This is an optimization exercise on Yosys and OpenROAD, whose aim is small area and a short achievable clock period, not a production implementation. Function was checked by simulation only, so behaviour that the tests miss may differ from the original.

==> run a <==
==> flow/design.v (excerpt) <==
module fixed_point_alu_core (
  input  logic               clk_i,
  input  logic               rst_ni,
  input  logic               start,
  output logic               busy,
  input  logic [3:0]         func_i,
  input  logic signed [31:0] operand_a_i,
  input  logic signed [31:0] operand_b_i,
  output logic               valid_o,
  output logic signed [31:0] result_o,
  output logic               overflow_o,
  output logic               div_by_zero_o,
  output logic               greater_o,
  output logic               less_o
);
  localparam int N = fpa_pkg::NUM_ROWS;
  logic        ent_valid_q;
  logic        valid [0:N];
  logic [fpa_pkg::MODE_W-1:0] mode [0:N];
  logic        en    [0:N];
  logic        inv   [0:N];
  logic        neg   [0:N];
  logic [31:0] f     [0:N];
  logic [32:0] x     [0:N];
  logic [31:0] nq    [0:N];
  logic [fpa_pkg::MODE_W-1:0] p_mode;
  logic        p_en, p_inv;
  logic        p_neg;
  logic [31:0] p_f;
  logic [32:0] p_x;
  logic [31:0] p_nq;
  assign busy = 1'b0;
  always_ff @(posedge clk_i or negedge rst_ni) begin
    if (!rst_ni) ent_valid_q <= 1'b0;
    else         ent_valid_q <= start;
  end
  fpa_prep u_prep (
    .clk_i  (clk_i),
    .func_i (func_i),
    .a_i    (operand_a_i),
    .b_i    (operand_b_i),
    .mode_o (p_mode),
    .en_o   (p_en),
    .inv_o  (p_inv),
    .neg_o  (p_neg),
    .f_o    (p_f),
    .x_o    (p_x),
    .nq_o   (p_nq)
  );
  always_ff @(posedge clk_i or negedge rst_ni) begin
    if (!rst_ni) valid[0] <= 1'b0;
    else         valid[0] <= ent_valid_q;
  end
  always_ff @(posedge clk_i) begin
    mode[0] <= p_mode;
    en[0]   <= p_en;
    inv[0]  <= p_inv;
    neg[0]  <= p_neg;
    f[0]    <= p_f;
    x[0]    <= p_x;
    nq[0]   <= p_nq;
  end
  for (genvar k = 0; k < N; k++) begin : g_row
    fpa_div_cell u_row (
      .clk_i   (clk_i),
      .rst_ni  (rst_ni),
      .valid_i (valid[k]),
      .mode_i  (mode[k]),
      .en_i    (en[k]),
      .inv_i   (inv[k]),
      .neg_i   (neg[k]),
      .f_i     (f[k]),
      .x_i     (x[k]),
      .nq_i    (nq[k]),
      .valid_o (valid[k+1]),
      .mode_o  (mode[k+1]),
      .en_o    (en[k+1]),
      .inv_o   (inv[k+1]),
      .neg_o   (neg[k+1]),
      .f_o     (f[k+1]),
      .x_o     (x[k+1]),
      .nq_o    (nq[k+1])
    );
  end
  fpa_finish u_finish (
    .clk_i         (clk_i),
  ...
export LEC_CHECK = 0
export CAP_MARGIN = 20
export CORE_MARGIN = 2
export CORE_UTILIZATION = 40
export SLEW_MARGIN = 20
create_clock -name core_clock -period 12.0 [get_ports {clk_i}]
run.sh (not shown) runs the stock make flow with config.mk's settings and CLKGATE_MAP_FILE= SYNTH_SCRIPT=/design/flow/synth_recipe.tcl, a recipe that flattens the netlist after the stock synthesis.
==> run b: changes against run a <==
--- a/flow/design.v
+++ b/flow/design.v
@@ -7,15 +7,16 @@
   localparam logic [3:0] FUNC_CMP  = 4'd4;
   localparam logic [3:0] FUNC_MIN  = 4'd5;
   localparam logic [3:0] FUNC_MAX  = 4'd6;
   localparam logic [3:0] FUNC_INC  = 4'd7;
   localparam logic [3:0] FUNC_DEC  = 4'd8;
   localparam logic [3:0] FUNC_FINT = 4'd9;
   localparam logic [3:0] FUNC_TINT = 4'd10;
-  localparam int NUM_ROWS = 32;
+  localparam int NARROW_ROWS = 15;
+  localparam int BOOTH_ROWS  = 17;
   localparam logic [1:0] MODE_PASS = 2'b00;   
   localparam logic [1:0] MODE_DIV  = 2'b01;   
   localparam logic [1:0] MODE_MUL  = 2'b10;   
   localparam logic [1:0] MODE_FLAG = 2'b11;   
   localparam int MODE_W = 3;
   function automatic logic [31:0] below_or(input logic [31:0] v);
     logic [31:0] p;
@@ -39,19 +40,17 @@
 `default_nettype none
 module fpa_prep (
   input  logic        clk_i,
   input  logic [3:0]  func_i,
   input  logic [31:0] a_i,
   input  logic [31:0] b_i,
   output logic [fpa_pkg::MODE_W-1:0] mode_o,
-  output logic        en_o,
-  output logic        inv_o,
   output logic        neg_o,
   output logic [31:0] f_o,
-  output logic [32:0] x_o,
+  output logic [8:0]  x_o,
   output logic [31:0] nq_o
 );
   typedef struct packed {
     logic arith;    
     logic cmp;
     logic min;
     logic max;
@@ -87,26 +86,27 @@
     dec_q <= dec_d;
     opb_q <= opb_d;
     cin_q <= cin_d;
     a_q   <= a_i;
     b_q   <= b_i;
   end
   logic        sa, sb;
-  logic [31:0] absa, absb, absb_rev;
+  logic [31:0] absa, absb, absb_pair, absb_rot;
   logic [32:0] u;
   logic        u_ovf, eq, lt, gt;
   logic [31:0] u_sat, res, fint_val;
   logic        fint_ovf, ovf, pass;
   logic        b_zero, div_ovf;
   always_comb begin
     sa    = a_q[31];
     sb    = b_q[31];
     absa  = fpa_pkg::magnitude(a_q);
     absb  = fpa_pkg::magnitude(b_q);
-    for (int i = 0; i < 32; i++) absb_rev[i] = absb[31-i];
+    for (int i = 0; i < 32; i++) absb_pair[(i % 2 == 0) ? 30 - i : 32 - i] = absb[i];
+    absb_rot = {absb_pair[fpa_pkg::NARROW_ROWS-1:0], absb_pair[31:fpa_pkg::NARROW_ROWS]};
   end
   always_comb begin
     u     = {a_q[31], a_q} + {opb_q[31], opb_q} + {32'd0, cin_q};
     u_ovf = u[32] ^ u[31];
     u_sat = u_ovf ? (u[32] ? 32'h80000000 : 32'h7fffffff) : u[31:0];
     eq    = a_q == b_q;
     lt    = u[32];
@@ -135,74 +135,131 @@
   logic div_sat, div_zero;
   always_comb begin
     div_zero = dec_q.div & b_zero;
     div_sat  = dec_q.div & ~b_zero & div_ovf;
     mode_o   = {div_sat,
                 dec_q.mul | dec_q.cmp | div_zero,
                 (dec_q.div & ~b_zero) | dec_q.cmp | div_zero};
-    en_o     = ~dec_q.mul | absb[0];
-    inv_o    = ~dec_q.mul;
     neg_o    = ((dec_q.mul | dec_q.div) & (sa ^ sb)) | ovf;
     f_o      = res
              | ({32{dec_q.mul}} & absa)
              | ({32{dec_q.div & ~b_zero}} & absb)
              | {29'd0, div_zero, dec_q.cmp & gt, dec_q.cmp & lt};
-    x_o      = dec_q.mul ? 33'd0 : {24'd0, absa[31:23]};
-    nq_o     = dec_q.mul ? absb_rev : {absa[22:0], 9'd0};
+    x_o      = absa[31:23];
+    nq_o     = dec_q.mul ? absb_rot : {absa[22:0], 9'd0};
   end
 endmodule
 `default_nettype wire
 `default_nettype none
-module fpa_div_cell (
+module fpa_narrow_cell #(
+  parameter int  W    = 9,       
+  parameter bit  LAST = 1'b0     
+) (
   input  logic        clk_i,
   input  logic        rst_ni,
   input  logic        valid_i,
   input  logic [fpa_pkg::MODE_W-1:0] mode_i,
-  input  logic        en_i,
-  input  logic        inv_i,
   input  logic        neg_i,
   input  logic [31:0] f_i,
+  input  logic [W-1:0] x_i,
+  input  logic [31:0] nq_i,
+  output logic        valid_o,
+  output logic [fpa_pkg::MODE_W-1:0] mode_o,
+  output logic        neg_o,
+  output logic [31:0] f_o,
+  output logic [W:0]  x_o,
+  output logic [31:0] nq_o,
+  output logic [2:0]  ctl_o      
+);
+  logic         rot, ge, b0, b1;
+  logic [W:0]   t;
+  logic [W-1:0] rem;
+  logic [W:0]   x_d;
+  logic [31:0]  nq_d;
+  logic [2:0]   ctl_d;
+  always_comb begin
+    rot  = mode_i[1];
+    t    = {1'b0, x_i} - {1'b0, f_i[W-1:0]};
+    ge   = ~t[W] & (f_i[31:W] == '0);
+    rem  = ge ? t[W-1:0] : x_i;
+    x_d  = {rem, nq_i[31]};
+    nq_d = {nq_i[30:0], rot ? nq_i[31] : ge};
+    b1    = nq_i[30];
+    b0    = nq_i[29];
+    ctl_d = rot ? {b0, b1 & ~b0, b1} : 3'b101;
+    if (LAST && rot) x_d = '0;
+  end
+  always_ff @(posedge clk_i or negedge rst_ni) begin
+    if (!rst_ni) valid_o <= 1'b0;
+    else         valid_o <= valid_i;
+  end
+  always_ff @(posedge clk_i) begin
+    mode_o <= mode_i;
+    neg_o  <= neg_i;
+    f_o    <= f_i;
+    x_o    <= x_d;
+    nq_o   <= nq_d;
+  end
+  if (LAST) begin : g_ctl
+    always_ff @(posedge clk_i) ctl_o <= ctl_d;
+  end else begin : g_no_ctl
+    assign ctl_o = '0;
+  end
+endmodule
+module fpa_div_cell #(
+  parameter bit NEXT_TOP = 1'b0    
+) (
+  input  logic        clk_i,
+  input  logic        rst_ni,
+  input  logic        valid_i,
+  input  logic [fpa_pkg::MODE_W-1:0] mode_i,
+  input  logic        neg_i,
+  input  logic [2:0]  ctl_i,       
+  input  logic [31:0] f_i,
   input  logic [32:0] x_i,
   input  logic [31:0] nq_i,
   output logic        valid_o,
   output logic [fpa_pkg::MODE_W-1:0] mode_o,
-  output logic        en_o,
-  output logic        inv_o,
   output logic        neg_o,
+  output logic [2:0]  ctl_o,
   output logic [31:0] f_o,
   output logic [32:0] x_o,
   output logic [31:0] nq_o
 );
-  logic        mul, en_d, inv_d;
-  logic [32:0] opnd, t;
+  logic        mul, s1, s2, inv, bm, b0, b1;
+  logic [33:0] opnd, t;
   logic [32:0] x_d;
   logic [31:0] nq_d;
+  logic [2:0]  ctl_d;
   always_comb begin
-    mul  = mode_i[1];                 
-    opnd = ({1'b0, f_i} & {33{en_i}}) ^ {33{inv_i}};
-    t    = x_i + opnd + {32'd0, inv_i};
-    en_d  = ~mul | nq_i[30];
-    inv_d = ~mul & ~t[32];
+    mul  = mode_i[1];
+    {s1, s2, inv} = ctl_i;
+    opnd = (({2'b00, f_i} & {34{s1}}) | ({1'b0, f_i, 1'b0} & {34{s2}})) ^ {34{inv}};
+    t    = {x_i[32], x_i} + opnd + {33'd0, inv};
     if (mul) begin
-      x_d  = {1'b0, t[32:1]};
-      nq_d = {nq_i[30:0], t[0]};
+      x_d  = {t[33], t[33:2]};
+      nq_d = {nq_i[29:0], t[1:0]};
     end else begin
       x_d  = {t[31:0], nq_i[31]};
       nq_d = {nq_i[30:0], ~t[32]};
     end
+    bm    = nq_i[31];
+    b0    = NEXT_TOP ? 1'b0 : nq_i[28];
+    b1    = NEXT_TOP ? 1'b0 : nq_i[29];
+    ctl_d = mul ? {b0 ^ bm, (b1 & ~b0 & ~bm) | (~b1 & b0 & bm), b1}
+                : {1'b1, 1'b0, ~t[32]};
   end
   always_ff @(posedge clk_i or negedge rst_ni) begin
     if (!rst_ni) valid_o <= 1'b0;
     else         valid_o <= valid_i;
   end
   always_ff @(posedge clk_i) begin
     mode_o <= mode_i;
-    en_o   <= en_d;
-    inv_o  <= inv_d;
     neg_o  <= neg_i;
+    ctl_o  <= ctl_d;
     f_o    <= f_i;
     x_o    <= x_d;
     nq_o   <= nq_d;
   end
 endmodule
 `default_nettype wire
 `default_nettype none
@@ -229,26 +286,26 @@
   logic        ovf0, ovf1;
   logic [31:0] val0, val1, sat;
   logic [31:0] res0, res1, res_d;
   logic        ovfo0, ovfo1, ovf_d, dbz_d, gt_d, lt_d;
   logic [32:0] t;
   always_comb begin
     mul = mode_i[1:0] == fpa_pkg::MODE_MUL;
-    for (int i = 0; i < 32; i++) p_lo[i] = nq_i[31-i];
-    q      = mul ? {x_i[7:0], p_lo[31:8]} : nq_i;
-    hi_nz  = mul & (x_i[31:8] != 24'd0);
+    for (int j = 2; j < 34; j++) p_lo[j-2] = nq_i[(j % 2 == 0) ? 32 - j : 34 - j];
+    q      = mul ? {x_i[5:0], p_lo[31:6]} : nq_i;
+    hi_nz  = mul & (x_i[32:6] != 27'd0);
     q_inc  = q ^ fpa_pkg::below_and(q);
     q_neg  = q ^ fpa_pkg::below_or(q);
     sat    = neg_i ? 32'h80000000 : 32'h7fffffff;
     val0 = neg_i ? q_neg : q;
     val1 = neg_i ? ~q : q_inc;
     ovf0 = mode_i[2] | hi_nz | (neg_i ? (q[31] & (q[30:0] != 31'd0)) : q[31]);
     ovf1 = mode_i[2] | hi_nz | q[31] | (~neg_i & (q[30:0] == 31'h7fffffff));
     t    = x_i + (x_i[32] ? {1'b0, f_i} : ~{1'b0, f_i}) + {32'd0, ~x_i[32]};
-    rb   = mul ? p_lo[7] : ~t[32];
+    rb   = mul ? p_lo[5] : ~t[32];
   end
   always_comb begin
     res0  = ovf0 ? sat : val0;
     res1  = ovf1 ? sat : val1;
     ovfo0 = ovf0;
     ovfo1 = ovf1;
     dbz_d = 1'b0;
@@ -300,78 +357,95 @@
   output logic               valid_o,
   output logic signed [31:0] result_o,
   output logic               overflow_o,
   output logic               div_by_zero_o,
   output logic               greater_o,
   output logic               less_o
 );
-  localparam int N = fpa_pkg::NUM_ROWS;
+  localparam int NR = fpa_pkg::NARROW_ROWS;
+  localparam int NB = fpa_pkg::BOOTH_ROWS;
+  localparam int N  = NR + NB;
   logic        ent_valid_q;
   logic        valid [0:N];
   logic [fpa_pkg::MODE_W-1:0] mode [0:N];
-  logic        en    [0:N];
-  logic        inv   [0:N];
   logic        neg   [0:N];
+  logic [2:0]  ctl   [0:N];
   logic [31:0] f     [0:N];
   logic [32:0] x     [0:N];
   logic [31:0] nq    [0:N];
   logic [fpa_pkg::MODE_W-1:0] p_mode;
-  logic        p_en, p_inv;
   logic        p_neg;
   logic [31:0] p_f;
-  logic [32:0] p_x;
+  logic [8:0]  p_x;
   logic [31:0] p_nq;
   assign busy = 1'b0;
   always_ff @(posedge clk_i or negedge rst_ni) begin
     if (!rst_ni) ent_valid_q <= 1'b0;
     else         ent_valid_q <= start;
   end
   fpa_prep u_prep (
     .clk_i  (clk_i),
     .func_i (func_i),
     .a_i    (operand_a_i),
     .b_i    (operand_b_i),
     .mode_o (p_mode),
-    .en_o   (p_en),
-    .inv_o  (p_inv),
     .neg_o  (p_neg),
     .f_o    (p_f),
     .x_o    (p_x),
     .nq_o   (p_nq)
   );
   always_ff @(posedge clk_i or negedge rst_ni) begin
     if (!rst_ni) valid[0] <= 1'b0;
     else         valid[0] <= ent_valid_q;
   end
   always_ff @(posedge clk_i) begin
     mode[0] <= p_mode;
-    en[0]   <= p_en;
-    inv[0]  <= p_inv;
     neg[0]  <= p_neg;
     f[0]    <= p_f;
-    x[0]    <= p_x;
+    x[0]    <= {24'd0, p_x};
     nq[0]   <= p_nq;
   end
-  for (genvar k = 0; k < N; k++) begin : g_row
-    fpa_div_cell u_row (
+  assign ctl[0] = '0;
+  for (genvar k = 0; k < NR; k++) begin : g_nrow
+    localparam int W = 9 + k;
+    logic [W:0] x_out;
+    fpa_narrow_cell #(.W(W), .LAST(k == NR - 1)) u_row (
+      .clk_i   (clk_i),
+      .rst_ni  (rst_ni),
+      .valid_i (valid[k]),
+      .mode_i  (mode[k]),
+      .neg_i   (neg[k]),
+      .f_i     (f[k]),
+      .x_i     (x[k][W-1:0]),
+      .nq_i    (nq[k]),
+      .valid_o (valid[k+1]),
+      .mode_o  (mode[k+1]),
+      .neg_o   (neg[k+1]),
+      .f_o     (f[k+1]),
+      .x_o     (x_out),
+      .nq_o    (nq[k+1]),
+      .ctl_o   (ctl[k+1])
+    );
+    assign x[k+1] = {{(32-W){1'b0}}, x_out};
+  end
+  for (genvar k = NR; k < N; k++) begin : g_row
+    fpa_div_cell #(.NEXT_TOP(k == N - 2)) u_row (
       .clk_i   (clk_i),
       .rst_ni  (rst_ni),
       .valid_i (valid[k]),
       .mode_i  (mode[k]),
-      .en_i    (en[k]),
-      .inv_i   (inv[k]),
       .neg_i   (neg[k]),
+      .ctl_i   (ctl[k]),
       .f_i     (f[k]),
       .x_i     (x[k]),
       .nq_i    (nq[k]),
       .valid_o (valid[k+1]),
       .mode_o  (mode[k+1]),
-      .en_o    (en[k+1]),
-      .inv_o   (inv[k+1]),
       .neg_o   (neg[k+1]),
+      .ctl_o   (ctl[k+1]),
       .f_o     (f[k+1]),
       .x_o     (x[k+1]),
       .nq_o    (nq[k+1])
     );
   end
   fpa_finish u_finish (
     .clk_i         (clk_i),
==> reports/metrics.csv <==
metric,value,unit
run status,timing/DRC/antenna clean,
number of antenna violations at the first check in global routing,6,
clock sinks,3295,
minimum clock period,4.96,ns
number of buffers inserted during clock tree synthesis,335,
Plain + repair buffers,197,
placement row count,217,
registers with the most flip-flops,"g_row.u_row.x_o (561), g_row.u_row.f_o (544), g_row.u_row.nq_o (544)",
placed instance area,146000,um^2
met3 wire length,13.5,mm
the above is filed under run b

==> reports/metrics.csv <==
metric,value,unit
registers with the most flip-flops,"g_row.u_row.x_o (1056), g_row.u_row.f_o (1024), g_row.u_row.nq_o (1024)",
clock sinks,3549,
number of antenna violations at the first check in global routing,24,
minimum clock period,6.25,ns
number of buffers inserted during clock tree synthesis,359,
run status,timing/DRC/antenna clean,
Sum Neg Setup Slack,0,ns
placement row count,235,
placed instance area,170000,um^2
commonest cells in the synthesized netlist,"sky130_fd_sc_hd__dfxtp_1 (3514), sky130_fd_sc_hd__nand2_1 (2338), sky130_fd_sc_hd__xnor2_1 (1602)",
the above is filed under run a

## afterwards: timing with drivers on the ports
No port has a modelled driver above. Below, the same layouts with a new extraction and two added sets of constraints. Step 1, drivers: a clkbuf_16 drives clk_i and a buf_2 each remaining input, both assumed. Step 2 adds t to the input delays and takes it off the output delays; t is the mean of the earliest and latest rising clock arrival at the registers after step 1. Input paths then give back, and output paths get back, about the clock's delay inside the block. Slacks: no drivers / after step 1 / after step 2; pairs: no drivers / after step 1.
run | shift t [ns] | setup WS [ns] | clock arrival spread, ns | slew at the worst register clock pin (ns) | pins driven straight from the clock port
run a | 1.042 | 5.754 / 5.754 / 5.754 | 0.057 / 0.057 | 0.07 / 0.07 | 1
run b | 1.008 | 7.035 / 7.035 / 7.035 | 0.057 / 0.056 | 0.07 / 0.07 | 1
After both steps every run listed still meets setup and hold.
